Context: an optimization exercise on an open-source flow, tuned for a short achievable clock period and few clock cycles. The choices shown serve that exercise and are no tape-out recipe.
In this exercise RTL edits were held to simulation tests only and were not proved equivalent to the original.

==> run a: inputs <==
==> flow/design.v (excerpt) <==
module rvPipeline (
  input  logic            clock,
  input  logic            reset,
  output rvPkg::word_t    fetchAddr,
  input  rvPkg::word_t    fetchInstr,
  output logic            wbEnable,
  output rvPkg::regAddr_t wbReg,
  output rvPkg::word_t    wbData
);
export LEC_CHECK = 0
export CAP_MARGIN = 30
export CORE_MARGIN = 2
export CORE_UTILIZATION = 28
export PLACE_DENSITY = 0.45
export SLEW_MARGIN = 30
export SYNTH_HIERARCHICAL = 1
create_clock -name core_clock -period 12.0 [get_ports {clock}]
standard.sh (not shown) runs the stock make flow with config.mk's settings and CLKGATE_MAP_FILE= SYNTH_SCRIPT=/design/flow/synth_recipe.tcl, a recipe that flattens the netlist after the stock synthesis.
==> flow/flow/run.sh <==
#!/bin/bash
# The standard layout (the standard.sh: standard synthesis, floorplan,
# placement, CTS, routing, finish) with ORFS's timing repair asked to reach
# more setup slack than the 12 ns constraint needs, so that the achieved
# period shrinks. The SDC, the period and the I/O constraints are unchanged.
set -o pipefail
export SETUP_SLACK_MARGIN=${FLOW_SETUP_MARGIN:-8}
export TNS_END_PERCENT=30
bash standard.sh > standard.log 2>&1
==> run b (differences from run a) <==
--- a/flow/design.v
+++ b/flow/design.v
@@ -404,37 +404,51 @@
   assign fAuipcVal  = {pcF[31:12] + fImmU[31:12], pcF[11:0]};
   assign fPc4       = pcF + 32'd4;
   assign fPredTaken = fJal || fBrTaken;
   registerFile regs0 (
     .clock, .reset,
     .readAddrA (fRs1), .readAddrB (fRs2),
     .readDataA (rfA), .readDataB (rfB),
-    .writeEnable (x2Writes), .writeAddr (x2Rd), .writeData (x2Final)
+    .writeEnable (wbEnable), .writeAddr (wbReg), .writeData (wbData)
   );
   logic nextX2Writes;
-  logic hitAX, hitAX2, hitBX, hitBX2, mulDepNext;
+  logic hitAX, hitAX2, hitAW, hitBX, hitBX2, hitBW, mulDepNext;
   assign nextX2Writes = xExec && xWrites;
   assign hitAX  = nextX2Writes && (fRs1 == xRd);
   assign hitBX  = nextX2Writes && (fRs2 == xRd);
   assign hitAX2 = x2Writes && (fRs1 == x2Rd);
   assign hitBX2 = x2Writes && (fRs2 == x2Rd);
+  assign hitAW  = wbEnable && (fRs1 == wbReg);
+  assign hitBW  = wbEnable && (fRs2 == wbReg);
   assign mulDepNext = xIsMul && ((fUsesRs1 && hitAX) || (fUsesRs2 && hitBX));
   logic         fImmAsB;
   rvPkg::word_t opANext, opBNext;
   assign fImmAsB = fOpImm || fJalr;
-  always_comb begin
-    if (xStall) begin
-      opANext = xDepA ? x2Final : opA;
-      opBNext = xDepB ? x2Final : opB;
-    end else begin
-      opANext = hitAX ? aluRes : (hitAX2 ? x2Final : rfA);
-      opBNext = fImmAsB ? fImmI : (hitBX ? aluRes : (hitBX2 ? x2Final : rfB));
-    end
-  end
-  assign fetchAddr = pcF;
+  logic [6:0] selA;
+  logic [7:0] selB;
+  assign selA[0] = xStall && !xDepA;                               
+  assign selA[1] = xStall && xDepA;                                
+  assign selA[2] = !xStall && hitAX;                               
+  assign selA[3] = !xStall && !hitAX && hitAX2 && x2IsMul;         
+  assign selA[4] = !xStall && !hitAX && hitAX2 && !x2IsMul;        
+  assign selA[5] = !xStall && !hitAX && !hitAX2 && hitAW;          
+  assign selA[6] = !xStall && !hitAX && !hitAX2 && !hitAW;         
+  assign selB[0] = xStall && !xDepB;
+  assign selB[1] = xStall && xDepB;
+  assign selB[2] = !xStall && !fImmAsB && hitBX;
+  assign selB[3] = !xStall && !fImmAsB && !hitBX && hitBX2 && x2IsMul;
+  assign selB[4] = !xStall && !fImmAsB && !hitBX && hitBX2 && !x2IsMul;
+  assign selB[5] = !xStall && !fImmAsB && !hitBX && !hitBX2 && hitBW;
+  assign selB[6] = !xStall && !fImmAsB && !hitBX && !hitBX2 && !hitBW;
+  assign selB[7] = !xStall && fImmAsB;                             
+  onehotMux #(.N (7)) opAMux0 (
+    .sel (selA), .d ({rfA, wbData, x2Res, mulProduct, aluRes, mulProduct, opA}), .y (opANext));
+  onehotMux #(.N (8)) opBMux0 (
+    .sel (selB), .d ({fImmI, rfB, wbData, x2Res, mulProduct, aluRes, mulProduct, opB}), .y (opBNext));
+  assign fetchAddr = pcOut;
   logic            lkValid [linkN];
   rvPkg::regAddr_t lkTag   [linkN];
   rvPkg::word_t    lkVal   [linkN];
   logic [19:0]     lkHiP1  [linkN];
   logic [19:0]     lkHiM1  [linkN];
   rvPkg::word_t    lkSum   [linkN];
   logic [1:0]      lkNext;
@@ -520,14 +534,20 @@
   onehotMux #(.N (8)) predMux0 (
     .sel (fPredSel),
     .d   ({fPc4, {lkSum[3][31:1], 1'b0}, {lkSum[2][31:1], 1'b0}, {lkSum[1][31:1], 1'b0},
            {lkSum[0][31:1], 1'b0}, fTgtB, fTgtJ, pcF}),
     .y   (fPredNext)
   );
   lateMux2 pcMux0 (.sel (redirect), .a (fPredNext), .b (redirectTarget), .y (pcNext));
+  rvPkg::word_t pcOut, pcOutNext;
+  lateMux2 pcMux1 (.sel (redirect), .a (fPredNext), .b (redirectTarget), .y (pcOutNext));
+  always_ff @(posedge clock or posedge reset) begin
+    if (reset) pcOut <= rvPkg::resetPc;
+    else       pcOut <= pcOutNext;
+  end
   always_ff @(posedge clock or posedge reset) begin
     if (reset) begin
       pcF      <= rvPkg::resetPc;
       xValid   <= 1'b0;
     end else begin
       pcF      <= pcNext;
       xValid   <= !redirect;    
==> flow/flow/run.sh (replaced) <==
#!/bin/bash
set -o pipefail
export SETUP_SLACK_MARGIN=${FLOW_SETUP_MARGIN:-8}
export TNS_END_PERCENT=30
bash standard.sh MATCH_CELL_FOOTPRINT=0 "BUFFER_PORTS_ARGS=-buffer_cell sky130_fd_sc_hd__buf_4" finish > standard.log 2>&1
==> run c (differences from run a) <==
==> flow/flow/run.sh (replaced) <==
#!/bin/bash
set -o pipefail
export SETUP_SLACK_MARGIN=${FLOW_SETUP_MARGIN:-8}
export TNS_END_PERCENT=30
bash standard.sh MATCH_CELL_FOOTPRINT=0 "BUFFER_PORTS_ARGS=-buffer_cell sky130_fd_sc_hd__buf_4" finish > standard.log 2>&1
- PLACE_DENSITY: 0.45 -> 0.6
==> run d (differences from run a) <==
--- a/flow/design.v
+++ b/flow/design.v
@@ -404,37 +404,51 @@
   assign fAuipcVal  = {pcF[31:12] + fImmU[31:12], pcF[11:0]};
   assign fPc4       = pcF + 32'd4;
   assign fPredTaken = fJal || fBrTaken;
   registerFile regs0 (
     .clock, .reset,
     .readAddrA (fRs1), .readAddrB (fRs2),
     .readDataA (rfA), .readDataB (rfB),
-    .writeEnable (x2Writes), .writeAddr (x2Rd), .writeData (x2Final)
+    .writeEnable (wbEnable), .writeAddr (wbReg), .writeData (wbData)
   );
   logic nextX2Writes;
-  logic hitAX, hitAX2, hitBX, hitBX2, mulDepNext;
+  logic hitAX, hitAX2, hitAW, hitBX, hitBX2, hitBW, mulDepNext;
   assign nextX2Writes = xExec && xWrites;
   assign hitAX  = nextX2Writes && (fRs1 == xRd);
   assign hitBX  = nextX2Writes && (fRs2 == xRd);
   assign hitAX2 = x2Writes && (fRs1 == x2Rd);
   assign hitBX2 = x2Writes && (fRs2 == x2Rd);
+  assign hitAW  = wbEnable && (fRs1 == wbReg);
+  assign hitBW  = wbEnable && (fRs2 == wbReg);
   assign mulDepNext = xIsMul && ((fUsesRs1 && hitAX) || (fUsesRs2 && hitBX));
   logic         fImmAsB;
   rvPkg::word_t opANext, opBNext;
   assign fImmAsB = fOpImm || fJalr;
-  always_comb begin
-    if (xStall) begin
-      opANext = xDepA ? x2Final : opA;
-      opBNext = xDepB ? x2Final : opB;
-    end else begin
-      opANext = hitAX ? aluRes : (hitAX2 ? x2Final : rfA);
-      opBNext = fImmAsB ? fImmI : (hitBX ? aluRes : (hitBX2 ? x2Final : rfB));
-    end
-  end
-  assign fetchAddr = pcF;
+  logic [6:0] selA;
+  logic [7:0] selB;
+  assign selA[0] = xStall && !xDepA;                               
+  assign selA[1] = xStall && xDepA;                                
+  assign selA[2] = !xStall && hitAX;                               
+  assign selA[3] = !xStall && !hitAX && hitAX2 && x2IsMul;         
+  assign selA[4] = !xStall && !hitAX && hitAX2 && !x2IsMul;        
+  assign selA[5] = !xStall && !hitAX && !hitAX2 && hitAW;          
+  assign selA[6] = !xStall && !hitAX && !hitAX2 && !hitAW;         
+  assign selB[0] = xStall && !xDepB;
+  assign selB[1] = xStall && xDepB;
+  assign selB[2] = !xStall && !fImmAsB && hitBX;
+  assign selB[3] = !xStall && !fImmAsB && !hitBX && hitBX2 && x2IsMul;
+  assign selB[4] = !xStall && !fImmAsB && !hitBX && hitBX2 && !x2IsMul;
+  assign selB[5] = !xStall && !fImmAsB && !hitBX && !hitBX2 && hitBW;
+  assign selB[6] = !xStall && !fImmAsB && !hitBX && !hitBX2 && !hitBW;
+  assign selB[7] = !xStall && fImmAsB;                             
+  onehotMux #(.N (7)) opAMux0 (
+    .sel (selA), .d ({rfA, wbData, x2Res, mulProduct, aluRes, mulProduct, opA}), .y (opANext));
+  onehotMux #(.N (8)) opBMux0 (
+    .sel (selB), .d ({fImmI, rfB, wbData, x2Res, mulProduct, aluRes, mulProduct, opB}), .y (opBNext));
+  assign fetchAddr = pcOut;
   logic            lkValid [linkN];
   rvPkg::regAddr_t lkTag   [linkN];
   rvPkg::word_t    lkVal   [linkN];
   logic [19:0]     lkHiP1  [linkN];
   logic [19:0]     lkHiM1  [linkN];
   rvPkg::word_t    lkSum   [linkN];
   logic [1:0]      lkNext;
@@ -520,14 +534,20 @@
   onehotMux #(.N (8)) predMux0 (
     .sel (fPredSel),
     .d   ({fPc4, {lkSum[3][31:1], 1'b0}, {lkSum[2][31:1], 1'b0}, {lkSum[1][31:1], 1'b0},
            {lkSum[0][31:1], 1'b0}, fTgtB, fTgtJ, pcF}),
     .y   (fPredNext)
   );
   lateMux2 pcMux0 (.sel (redirect), .a (fPredNext), .b (redirectTarget), .y (pcNext));
+  rvPkg::word_t pcOut, pcOutNext;
+  lateMux2 pcMux1 (.sel (redirect), .a (fPredNext), .b (redirectTarget), .y (pcOutNext));
+  always_ff @(posedge clock or posedge reset) begin
+    if (reset) pcOut <= rvPkg::resetPc;
+    else       pcOut <= pcOutNext;
+  end
   always_ff @(posedge clock or posedge reset) begin
     if (reset) begin
       pcF      <= rvPkg::resetPc;
       xValid   <= 1'b0;
     end else begin
       pcF      <= pcNext;
       xValid   <= !redirect;    
==> flow/flow/run.sh (replaced) <==
#!/bin/bash
set -o pipefail
export SETUP_SLACK_MARGIN=${FLOW_SETUP_MARGIN:-8}
export TNS_END_PERCENT=30
bash standard.sh MATCH_CELL_FOOTPRINT=0 "BUFFER_PORTS_ARGS=-buffer_cell sky130_fd_sc_hd__buf_4" finish > standard.log 2>&1
- PLACE_DENSITY: 0.45 -> 0.6
==> results.json <==
{
  "mostFrequentLayoutCells": "1109 x dfrtp_1, 1004 x mux2_2, 682 x nand2_1",
  "pg_seq_mw": 6.82,
  "ir_drop_uv": 116,
  "setup_slack_ns": 7.43,
  "grt_pass1_vias": 105000,
  "fin_skew_ns": 0.143,
  "fill_cells": 43100,
  "instances_no_fill": 17900,
  "power_density_mw_per_mm2": 123,
  "timing.rr.end": "opB[31]$_DFFE_PP_",
  "nonClkBufAreaFrac": 0.0882,
  "synth_area_mm2": 0.122,
  "crit_path_max_incr_delay_ns": 0.59,
  "timing.fmax_mhz": 219,
  "vias_per_cell": 6.17,
  "internal_power_mw": 12.3,
  "postCtsSetupRepairBufs": 395,
  "synth_warnings": 27,
  "critPathLaunch": "fetchInstr[23]",
  "status": "finished clean",
  "cp_max_fo": 25,
  "pg_clk_mw": 6.51
}
The numbers above come from run c.

==> results.json <==
{
  "status": "finished clean",
  "setup_slack_ns": 7.36,
  "ir_drop_uv": 122,
  "nonClkBufAreaFrac": 0.101,
  "fin_skew_ns": 0.129,
  "cp_max_fo": 5,
  "synth_warnings": 27,
  "pg_seq_mw": 6.77,
  "vias_per_cell": 5.96,
  "internal_power_mw": 12.8,
  "synth_area_mm2": 0.122,
  "timing.fmax_mhz": 216,
  "fill_cells": 43400
}
The numbers above come from run a.

==> results.json <==
{
  "timing.fmax_mhz": 217,
  "fin_skew_ns": 0.169,
  "grt_pass1_vias": 104000,
  "crit_path_max_incr_delay_ns": 0.38,
  "synth_area_mm2": 0.123,
  "postCtsSetupRepairBufs": 423,
  "ir_drop_uv": 125,
  "cp_max_fo": 8,
  "critPathLaunch": "fetchInstr[21]",
  "timing.rr.end": "pcOut[26]$_DFF_PP0_",
  "pg_seq_mw": 7.02,
  "power_density_mw_per_mm2": 125,
  "vias_per_cell": 6.08,
  "instances_no_fill": 18200,
  "status": "finished clean",
  "synth_warnings": 28,
  "setup_slack_ns": 7.40,
  "mostFrequentLayoutCells": "1139 x dfrtp_1, 1040 x mux2_2, 791 x a22oi_1"
}
The numbers above come from run b.

==> results.json <==
{
  "status": "finished clean",
  "cp_max_fo": 13,
  "crit_path_max_incr_delay_ns": 0.56,
  "ir_drop_uv": 151,
  "mostFrequentLayoutCells": "1142 x dfrtp_1, 1039 x mux2_2, 791 x a22oi_1",
  "setup_slack_ns": 7.44,
  "postCtsSetupRepairBufs": 346,
  "grt_pass1_vias": 106000,
  "pg_clk_mw": 7.01,
  "synth_warnings": 28,
  "internal_power_mw": 12.8,
  "fin_area_mm2": 0.151,
  "fill_cells": 43100,
  "synth_area_mm2": 0.123,
  "nonClkBufAreaFrac": 0.0900,
  "timing.fmax_mhz": 219,
  "vias_per_cell": 6.25,
  "pg_seq_mw": 7.08,
  "instances_no_fill": 17900
}
The numbers above come from run d.

Testbench counts of run a, summed over its fixed seeds: cycles 118,573.
Testbench counts of run b, summed over its fixed seeds: cycles 118,573.
Testbench counts of run c, summed over its fixed seeds: cycles 118,573.
Testbench counts of run d, summed over its fixed seeds: cycles 118,573.

re-timing with driven ports:
How much do the figures lean on ideal ports? The routed layouts below were timed once more, with nothing changed but the port constraints. Step 1 assumes that a clkbuf_16 drives the clock port and a buf_2 every other input. Step 2 times the ports against the registers' clock, not the clock port: input delays grow and output delays shrink by t, the midpoint of the rising clock arrivals with the driver on. Slacks: no drivers / after step 1 / after step 2; pairs: no drivers / after step 1.
run | shift t [ns] | setup WS [ns] | clock arrival spread, ns
run a | 1.075 | 7.361 / 7.302 / 6.227 | 0.130 / 0.130
run b | 1.087 | 7.396 / 7.162 / 6.075 | 0.173 / 0.173
run c | 0.993 | 7.427 / 7.243 / 6.250 | 0.149 / 0.148
run d | 1.077 | 7.441 / 7.495 / 6.418 | 0.150 / 0.150
After both steps setup and hold are still met in every run listed. For run b, which loses most, drivers alone change the setup slack by -0.234 ns; drivers and shift together by -1.321 ns.
